This is an optimization exercise on Yosys and OpenROAD, whose aim is small area and a short achievable clock period, not a production implementation.
Where RTL was checked, it was by simulation tests only, not by an equivalence proof against the original.
Power figures rest on the tool's default switching activity, not on a simulated workload.

Setup of old:
## osiris_id_ex
module osiris_id_ex #(
    parameter int XLEN = osiris_pkg::XLEN_DEF
) (
    input  logic            i_clk,
    input  logic            i_rst_n,
    input  logic            i_valid,
    input  logic [31:0]     i_instr,
    input  logic [XLEN-1:0] i_pc,
    input  logic [XLEN-1:0] i_rs1_data,
    input  logic [XLEN-1:0] i_rs2_data,
    output logic            o_ex_valid,
    output logic [XLEN-1:0] o_ex_alu_result,
    output logic [XLEN-1:0] o_ex_pc_plus4,
    output logic [XLEN-1:0] o_ex_store_data,
    output logic [4:0]      o_ex_rd,
    output logic            o_ex_reg_write,
    output logic            o_ex_mem_write,
    output logic [1:0]      o_ex_result_src,
    output logic            o_ex_fence,
    output logic            o_pc_src,
    output logic [XLEN-1:0] o_pc_target
);
==> flow/config.mk <==
export PLATFORM = sky130hd
export DESIGN_NAME = osiris_id_ex
export DESIGN_NICKNAME = osiris_id_ex
export VERILOG_FILES = /design/flow/design.v
export SDC_FILE = /design/flow/constraint.sdc
export NUM_CORES = 4
export LEC_CHECK = 0
export CAP_MARGIN = 20
export CORE_MARGIN = 2
export CORE_UTILIZATION = 55
export PLACE_DENSITY = 0.68
export SLEW_MARGIN = 20
==> flow/constraint.sdc <==
create_clock -name core_clock -period 8.5 [get_ports {i_clk}]
set_input_delay 1.7000 -clock core_clock [delete_from_list [all_inputs] [get_ports {i_clk}]]
set_output_delay 1.7000 -clock core_clock [all_outputs]
set_load 0.01 [all_outputs]
standard.sh (not shown) runs the stock make flow with config.mk's settings and CLKGATE_MAP_FILE= SYNTH_SCRIPT=/design/flow/synth_recipe.tcl, a recipe that flattens the netlist after the stock synthesis.
==> flow/flow/run.sh <==
#!/bin/bash
set -euo pipefail
export BUFFER_PORTS_ARGS="-buffer_cell sky130_fd_sc_hd__buf_1"
export CTS_ARGS="-sink_clustering_enable -repair_clock_nets -dont_use_dummy_load -sink_clustering_size 20 -sink_clustering_max_diameter 100 -buf_list {sky130_fd_sc_hd__clkbuf_8 sky130_fd_sc_hd__clkbuf_16}"
export SETUP_SLACK_MARGIN=5.65
bash standard.sh > standard.log 2>&1
### old -> new
-- flow/design.v --
<<< old, line 250
    input  logic [31:0] i_a,        
    input  logic [31:0] i_b,
    input  logic [4:0]  i_shamt,    
    input  logic [2:0]  i_fn,
    input  logic        i_sub,
>>> new, line 250
    input  logic [31:0] i_a,        
    input  logic [31:0] i_b,
    input  logic [2:0]  i_fn,
    input  logic        i_sub,
<<< old, line 274
    assign lt_c1 = (f_slt & ~g[31]) | (f_sltu & (p[31] | g[31]));
    assign lt_c0 = (f_slt & ~(p[31] | g[31])) | (f_sltu & g[31]);
    assign sh_ext = $signed({i_sra & i_fn[2] & i_a[31], i_a}) >>> i_shamt;
    assign sh_out = sh_ext[31:0];
    for (genvar i = 0; i < 32; i++) begin : g_rev
>>> new, line 273
    assign lt_c1 = (f_slt & ~g[31]) | (f_sltu & (p[31] | g[31]));
    assign lt_c0 = (f_slt & ~(p[31] | g[31])) | (f_sltu & g[31]);
    assign sh_ext = $signed({i_sra & i_fn[2] & i_a[31], i_a}) >>> i_b[4:0];
    assign sh_out = sh_ext[31:0];
    for (genvar i = 0; i < 32; i++) begin : g_rev
<<< old, line 374
        .o_b     (b_if)
    );
    localparam int CW = 34;
    logic          v_id, go, pc_src_ex;
    logic [CW-1:0] ctrl_id;
>>> new, line 373
        .o_b     (b_if)
    );
    localparam int CW = 29;
    logic          v_id, go, pc_src_ex;
    logic [CW-1:0] ctrl_id;
<<< old, line 384
        .i_flush (pc_src_ex),
        .i_valid (i_valid),
        .i_ctrl  ({i_instr[5] ? i_rs2_data[4:0] : i_instr[24:20], cmp_if, branch_if, fence_if, store_if, load_if, reg_write_if,
                   jump_if, jalr_if, sra_if, sub_if, fn_if}),
        .i_rd    (i_instr[11:7]),
>>> new, line 383
        .i_flush (pc_src_ex),
        .i_valid (i_valid),
        .i_ctrl  ({cmp_if, branch_if, fence_if, store_if, load_if, reg_write_if,
                   jump_if, jalr_if, sra_if, sub_if, fn_if}),
        .i_rd    (i_instr[11:7]),
<<< old, line 403
        .i_a        (a_id),
        .i_b        (b_id),
        .i_shamt    (ctrl_id[33:29]),
        .i_fn       (ctrl_id[2:0]),
        .i_sub      (ctrl_id[3]),
>>> new, line 402
        .i_a        (a_id),
        .i_b        (b_id),
        .i_fn       (ctrl_id[2:0]),
        .i_sub      (ctrl_id[3]),
## What came out
new: done, clean on timing, DRC and antenna
Comparing old with new, the design area came out essentially unchanged.
Of the two values seen for top metal layer carrying routed signals, met4 was produced by new and met5 by old.
Looking at number of cells on the critical path, new sits 2 above old.
DRC marker count from the first detailed-route iteration, new and old: larger value in old
new vs old on global-route met3 utilization: new is the lower one.
Non-clock buffer count for new is higher than for old.
old has lower share of power burned in combinational logic than new.
As far as final setup violation count goes, new and old are indistinguishable; the numbers are identical.
Cells: new has more instances than old
The number of clock sinks of new falls short of that of old by 5.
Going from old to new, the first-pass GRT wire length was found to have gone down by about 1.6%.
Compared with old, in new final weighted congestion in routability-driven placement went down about 8%; worst-case hold slack went up.
The RTL of new was laid out without a check of its function.

* * *

RTL: one of the versions met above, not the one the previous note started from.
Size: about 1400 cells after synthesis, ~270 flip-flops, ~270 I/O pins.
export LEC_CHECK = 0
export CAP_MARGIN = 20
export CORE_MARGIN = 2
export CORE_UTILIZATION = 55
export PLACE_DENSITY = 0.68
export SLEW_MARGIN = 20
create_clock -name core_clock -period 8.5 [get_ports {i_clk}]
==> flow/flow/run.sh <==
#!/bin/bash
set -euo pipefail
export BUFFER_PORTS_ARGS="-buffer_cell sky130_fd_sc_hd__buf_1"
export CTS_ARGS="-sink_clustering_enable -repair_clock_nets -dont_use_dummy_load -sink_clustering_size 20 -sink_clustering_max_diameter 100 -buf_list {sky130_fd_sc_hd__clkbuf_8 sky130_fd_sc_hd__clkbuf_16}"
export SETUP_SLACK_MARGIN=5.5
bash standard.sh > standard.log 2>&1
==> next run, changes <==
--- a/flow/design.v
+++ b/flow/design.v
@@ -127,16 +127,16 @@
     assign o_a = ({32{i_a_pc}} & i_pc) | ({32{i_a_rs1 & ~i_sub}} & i_rs1) |
                  ({32{i_a_rs1 & i_sub}} & ~i_rs1) | ({32{i_a_rev}} & rs1_rev);
     assign o_b = i_b_rs2 ? i_rs2 : i_imm;
 endmodule
 module control_unit (
     input  logic [31:0] i_rs1,
     input  logic [31:0] i_rs2,
-    output logic [16:0] o_cmp,
-    input  logic [16:0] i_cmp,
+    output logic [8:0]  o_cmp,
+    input  logic [8:0]  i_cmp,
     input  logic [2:0]  i_funct_3,
     input  logic        i_go,
     input  logic        i_branch,
     input  logic        i_jump,
     input  logic        i_reg_write,
     input  logic        i_load,
     input  logic        i_store,
@@ -144,49 +144,41 @@
     output logic        o_reg_write,
     output logic        o_mem_write,
     output logic [1:0]  o_result_src,
     output logic        o_fence,
     output logic        o_pc_src
 );
     logic [31:0] e, l;
-    logic [7:0]  nib_eq, nib_lt;
+    logic [3:0]  byte_eq, byte_lt;
     logic        top_lt_s;
     assign e = ~(i_rs1 ^ i_rs2);
     assign l = ~i_rs1 & i_rs2;
     always_comb begin
-        for (int b = 0; b < 8; b++) begin
-            nib_lt[b] = 1'b0;
-            nib_eq[b] = 1'b1;
-            for (int i = 4*b; i < 4*b + 4; i++) begin
-                nib_lt[b] = l[i] | (e[i] & nib_lt[b]);
-                nib_eq[b] = nib_eq[b] & e[i];
+        for (int b = 0; b < 4; b++) begin
+            byte_lt[b] = 1'b0;
+            byte_eq[b] = 1'b1;
+            for (int i = 8*b; i < 8*b + 8; i++) begin
+                byte_lt[b] = l[i] | (e[i] & byte_lt[b]);
+                byte_eq[b] = byte_eq[b] & e[i];
             end
         end
         top_lt_s = 1'b0;
-        for (int i = 28; i < 31; i++) top_lt_s = l[i] | (e[i] & top_lt_s);
+        for (int i = 24; i < 31; i++) top_lt_s = l[i] | (e[i] & top_lt_s);
         top_lt_s = (i_rs1[31] & ~i_rs2[31]) | (e[31] & top_lt_s);
     end
-    assign o_cmp = {top_lt_s, nib_lt, nib_eq};
-    logic [7:0] q_eq, q_lt;
+    assign o_cmp = {top_lt_s, byte_lt, byte_eq};
+    logic [3:0] q_eq, q_lt;
     logic       q_lt_s, lo_lt, eq, lt, ltu, taken;
-    logic       lt10, eq10, lt32, eq32, lt54, eq54, lt3210;
-    assign q_eq   = i_cmp[7:0];
-    assign q_lt   = i_cmp[15:8];
-    assign q_lt_s = i_cmp[16];
-    assign lt10   = q_lt[1] | (q_eq[1] & q_lt[0]);
-    assign eq10   = q_eq[1] & q_eq[0];
-    assign lt32   = q_lt[3] | (q_eq[3] & q_lt[2]);
-    assign eq32   = q_eq[3] & q_eq[2];
-    assign lt54   = q_lt[5] | (q_eq[5] & q_lt[4]);
-    assign eq54   = q_eq[5] & q_eq[4];
-    assign lt3210 = lt32 | (eq32 & lt10);
-    assign lo_lt  = q_lt[6] | (q_eq[6] & (lt54 | (eq54 & lt3210)));
-    assign eq     = &q_eq;
-    assign ltu    = q_lt[7] | (q_eq[7] & lo_lt);
-    assign lt     = q_lt_s  | (q_eq[7] & lo_lt);
+    assign q_eq   = i_cmp[3:0];
+    assign q_lt   = i_cmp[7:4];
+    assign q_lt_s = i_cmp[8];
+    assign lo_lt = q_lt[2] | (q_eq[2] & (q_lt[1] | (q_eq[1] & q_lt[0])));
+    assign eq    = &q_eq;
+    assign ltu   = q_lt[3] | (q_eq[3] & lo_lt);
+    assign lt    = q_lt_s  | (q_eq[3] & lo_lt);
     assign taken = i_funct_3[2] ? ((i_funct_3[1] ? ltu : lt) ^ i_funct_3[0])
                                 : (eq ^ (~i_funct_3[1] & i_funct_3[0]));
     assign o_reg_write  = i_go & i_reg_write;
     assign o_mem_write  = i_go & i_store;
     assign o_result_src = {i_go & i_jump, i_go & i_load};
     assign o_fence      = i_go & i_fence;
     assign o_pc_src     = i_go & (i_jump | (i_branch & taken));
@@ -319,15 +311,15 @@
     output logic [XLEN-1:0] o_pc_target
 );
     logic       a_pc, a_rs1, a_rev, b_rs2;
     logic       imm_i, imm_s, imm_b, imm_u, imm_j;
     logic [2:0] fn_if;
     logic       sub_if, sra_if, jalr_if, jump_if, branch_if;
     logic       reg_write_if, load_if, store_if, fence_if;
-    logic [16:0] cmp_if;
+    logic [8:0] cmp_if;
     op_decoder u_op_decoder (
         .i_op        (i_instr[6:2]),
         .i_funct_3   (i_instr[14:12]),
         .i_funct_7_5 (i_instr[30]),
         .o_a_pc      (a_pc),
         .o_a_rs1     (a_rs1),
         .o_a_rev     (a_rev),
@@ -368,15 +360,15 @@
         .i_a_rs1 (a_rs1),
         .i_a_rev (a_rev),
         .i_b_rs2 (b_rs2),
         .i_sub   (sub_if),
         .o_a     (a_if),
         .o_b     (b_if)
     );
-    localparam int CW = 29;
+    localparam int CW = 21;
     logic          v_id, go, pc_src_ex;
     logic [CW-1:0] ctrl_id;
     logic [4:0]    rd_id;
     logic [31:0]   a_id, b_id, pc_id, rs2_id;
     if_id_reg #(.CW(CW)) u_if_id_reg (
         .i_clk   (i_clk),
         .i_rst_n (i_rst_n),
@@ -413,15 +405,15 @@
     logic       reg_write, mem_write, fence, pc_src;
     logic [1:0] result_src;
     assign go = v_id & ~pc_src_ex;
     control_unit u_control_unit (
         .i_rs1        (i_rs1_data),
         .i_rs2        (i_rs2_data),
         .o_cmp        (cmp_if),
-        .i_cmp        (ctrl_id[28:12]),
+        .i_cmp        (ctrl_id[20:12]),
         .i_funct_3    (ctrl_id[2:0]),
         .i_go         (go),
         .i_branch     (ctrl_id[11]),
         .i_jump       (ctrl_id[6]),
         .i_reg_write  (ctrl_id[7]),
         .i_load       (ctrl_id[8]),
         .i_store      (ctrl_id[9]),
What happened: The new run finished clean; power shrinks by 0.57%; via count shrinks by 0.74%; clock skew grows by 22 ps; worst setup slack gets worse by 39 ps; final cell count shrinks by 0.97%; combinational power barely changes; register-to-register slack gets worse by 20 ps; die area shrinks by 0.53%.
No functional check of the RTL was part of the first run of this note.

* * *

Another version of the RTL of osiris_id_ex (not shown whole).
Size in the first run: ~1300 cells after synthesis, about 260 flip-flops, roughly 270 I/O pins.
==> module ex_stage, before the edit <==
module ex_stage (
    input  logic [31:0] i_a,
    input  logic [31:0] i_b,        
    input  logic [2:0]  i_fn,
    input  logic        i_sub,
    input  logic        i_sra,
    input  logic        i_clr0,
    input  logic        i_branch,   
    input  logic [31:0] i_pc,
    output logic [31:0] o_result,
    output logic [31:0] o_pc_plus4
);
    logic [32:0] sum;
    logic        lt_s, lt_u;
    logic [31:0] sh_out, sh_rev;
    logic [32:0] sh_ext;
    logic [31:0] p, g;
    logic [31:0] gs [6];
    logic [31:0] ps [6];
    assign p = i_a ^ i_b;
    assign g = i_a & i_b;
    always_comb begin
        gs[0] = g;
        ps[0] = p;
        gs[0][0] = g[0] | (p[0] & i_sub);
        for (int k = 0; k < 5; k++) begin
            gs[k+1] = gs[k];
            ps[k+1] = ps[k];
            for (int i = 0; i < 32; i++) begin
                if (((i >> k) & 1) == 1) begin
                    gs[k+1][i] = gs[k][i] | (ps[k][i] & gs[k][((i >> k) << k) - 1]);
                    ps[k+1][i] = ps[k][i] & ps[k][((i >> k) << k) - 1];
                end
            end
        end
    end
    assign sum = {gs[5][31], p ^ {gs[5][30:0], i_sub}};
    assign lt_u = ~sum[32];
    assign lt_s = (i_a[31] == i_b[31]) ? i_a[31] : sum[31];
    assign sh_ext = $signed({i_sra & i_fn[2] & i_a[31], i_a}) >>> i_b[4:0];
    assign sh_out = sh_ext[31:0];
    for (genvar i = 0; i < 32; i++) begin : g_rev
        assign sh_rev[i] = sh_out[31-i];
    end
    logic f_add, f_sll, f_slt, f_sltu, f_sr, s_p, s_g;
    assign f_add  = i_branch | (i_fn == 3'b000);
    assign f_sll  = ~i_branch & (i_fn == 3'b001);
    assign f_slt  = ~i_branch & (i_fn == 3'b010);
    assign f_sltu = ~i_branch & (i_fn == 3'b011);
    assign f_sr   = ~i_branch & (i_fn == 3'b101);
    assign s_p    = ~i_branch & ((i_fn == 3'b100) | (i_fn == 3'b110));
    assign s_g    = ~i_branch & ((i_fn == 3'b110) | (i_fn == 3'b111));
    logic [31:0] sum_m;
    assign sum_m = {sum[31:1], sum[0] & ~i_clr0};
    assign o_result = ({32{f_add}} & sum_m) | ({32{f_sll}} & sh_rev) |
                      ({32{f_sr}} & sh_out) | ({32{s_p}} & p) | ({32{s_g}} & g) |
                      {31'd0, (f_slt & lt_s) | (f_sltu & lt_u)};
    logic [31:2] inc_c;
    assign inc_c[2] = 1'b1;
    for (genvar i = 3; i < 32; i++) begin : g_inc
        assign inc_c[i] = &i_pc[i-1:2];
    end
    assign o_pc_plus4 = {i_pc[31:2] ^ inc_c, i_pc[1:0]};
endmodule
Settings: LEC_CHECK=0, CAP_MARGIN=20, CORE_MARGIN=2, CORE_UTILIZATION=40, SLEW_MARGIN=20; clock period 8.5 ns.
Scripts as last shown in full above: flow/flow/run.sh
Change:
--- a/flow/design.v
+++ b/flow/design.v
@@ -251,24 +251,7 @@
     logic [32:0] sh_ext;
     logic [31:0] p, g;
-    logic [31:0] gs [6];
-    logic [31:0] ps [6];
     assign p = i_a ^ i_b;
     assign g = i_a & i_b;
-    always_comb begin
-        gs[0] = g;
-        ps[0] = p;
-        gs[0][0] = g[0] | (p[0] & i_sub);
-        for (int k = 0; k < 5; k++) begin
-            gs[k+1] = gs[k];
-            ps[k+1] = ps[k];
-            for (int i = 0; i < 32; i++) begin
-                if (((i >> k) & 1) == 1) begin
-                    gs[k+1][i] = gs[k][i] | (ps[k][i] & gs[k][((i >> k) << k) - 1]);
-                    ps[k+1][i] = ps[k][i] & ps[k][((i >> k) << k) - 1];
-                end
-            end
-        end
-    end
-    assign sum = {gs[5][31], p ^ {gs[5][30:0], i_sub}};
+    assign sum = {1'b0, i_a} + {1'b0, i_b} + {32'd0, i_sub};
     assign lt_u = ~sum[32];
     assign lt_s = (i_a[31] == i_b[31]) ? i_a[31] : sum[31];
After rerunning: Global-route usage falls by 1.1 points. Routed wire length falls by 0.55%. Power rises by 0.63%. Cell count rises by 4.1%. Design area rises by 3.6%. Maximum frequency rises by 5.3%. Synthesized cell count rises by 3.9%. Worst hold slack gains 0.018 ns. Worst setup slack gains 0.17 ns. Non-clock buffer count falls by 4. Die area rises by 3.5%. Core utilization rises by 0.11 points.
Function not checked in the first run of this note: the RTL went through the layout flow alone.

## re-timing with driven ports
How much do the figures lean on ideal ports? The routed layouts below were timed once more, with nothing changed but the port constraints. Step 1 sets driving cells, clkbuf_16 on the clock port and buf_2 on the other inputs (assumed; they add their load-dependent delay and slew). Step 2 also shifts input and output timing later by t, the mid clock arrival at the registers, as if the neighbouring blocks saw the same clock. Three values: ideal, step 1, step 2; two values: the first two.
run | t, ns | setup WS [ns] | hold WS [ns] | worst setup path after step 2 | clock arrival spread, ns
old | 0.547 | 5.690 / 5.684 / 5.200 | 0.321 / 0.321 / 0.321 | input to register | 0.032 / 0.032
new | 0.546 | 5.690 / 5.690 / 5.209 | 0.328 / 0.328 / 0.328 | input to register | 0.039 / 0.040
the first run of note 2 | 0.546 | 5.587 / 5.587 / 5.091 | 0.321 / 0.321 / 0.321 | input to register | 0.022 / 0.021
the second run of note 2 | 0.538 | 5.548 / 5.567 / 5.029 | 0.331 / 0.331 / 0.331 | input to register | 0.040 / 0.040
the first run of note 3 | 0.547 | 5.175 / 5.175 / 4.940 | 0.310 / 0.310 / 0.310 | input to register | 0.052 / 0.052
the second run of note 3 | 0.550 | 5.343 / 5.343 / 5.017 | 0.329 / 0.329 / 0.329 | input to register | 0.031 / 0.031
After both steps setup and hold are still met in every run listed. The setup slack of the second run of note 2, which loses most, moves by +0.019 ns with the drivers and by -0.519 ns with both steps.
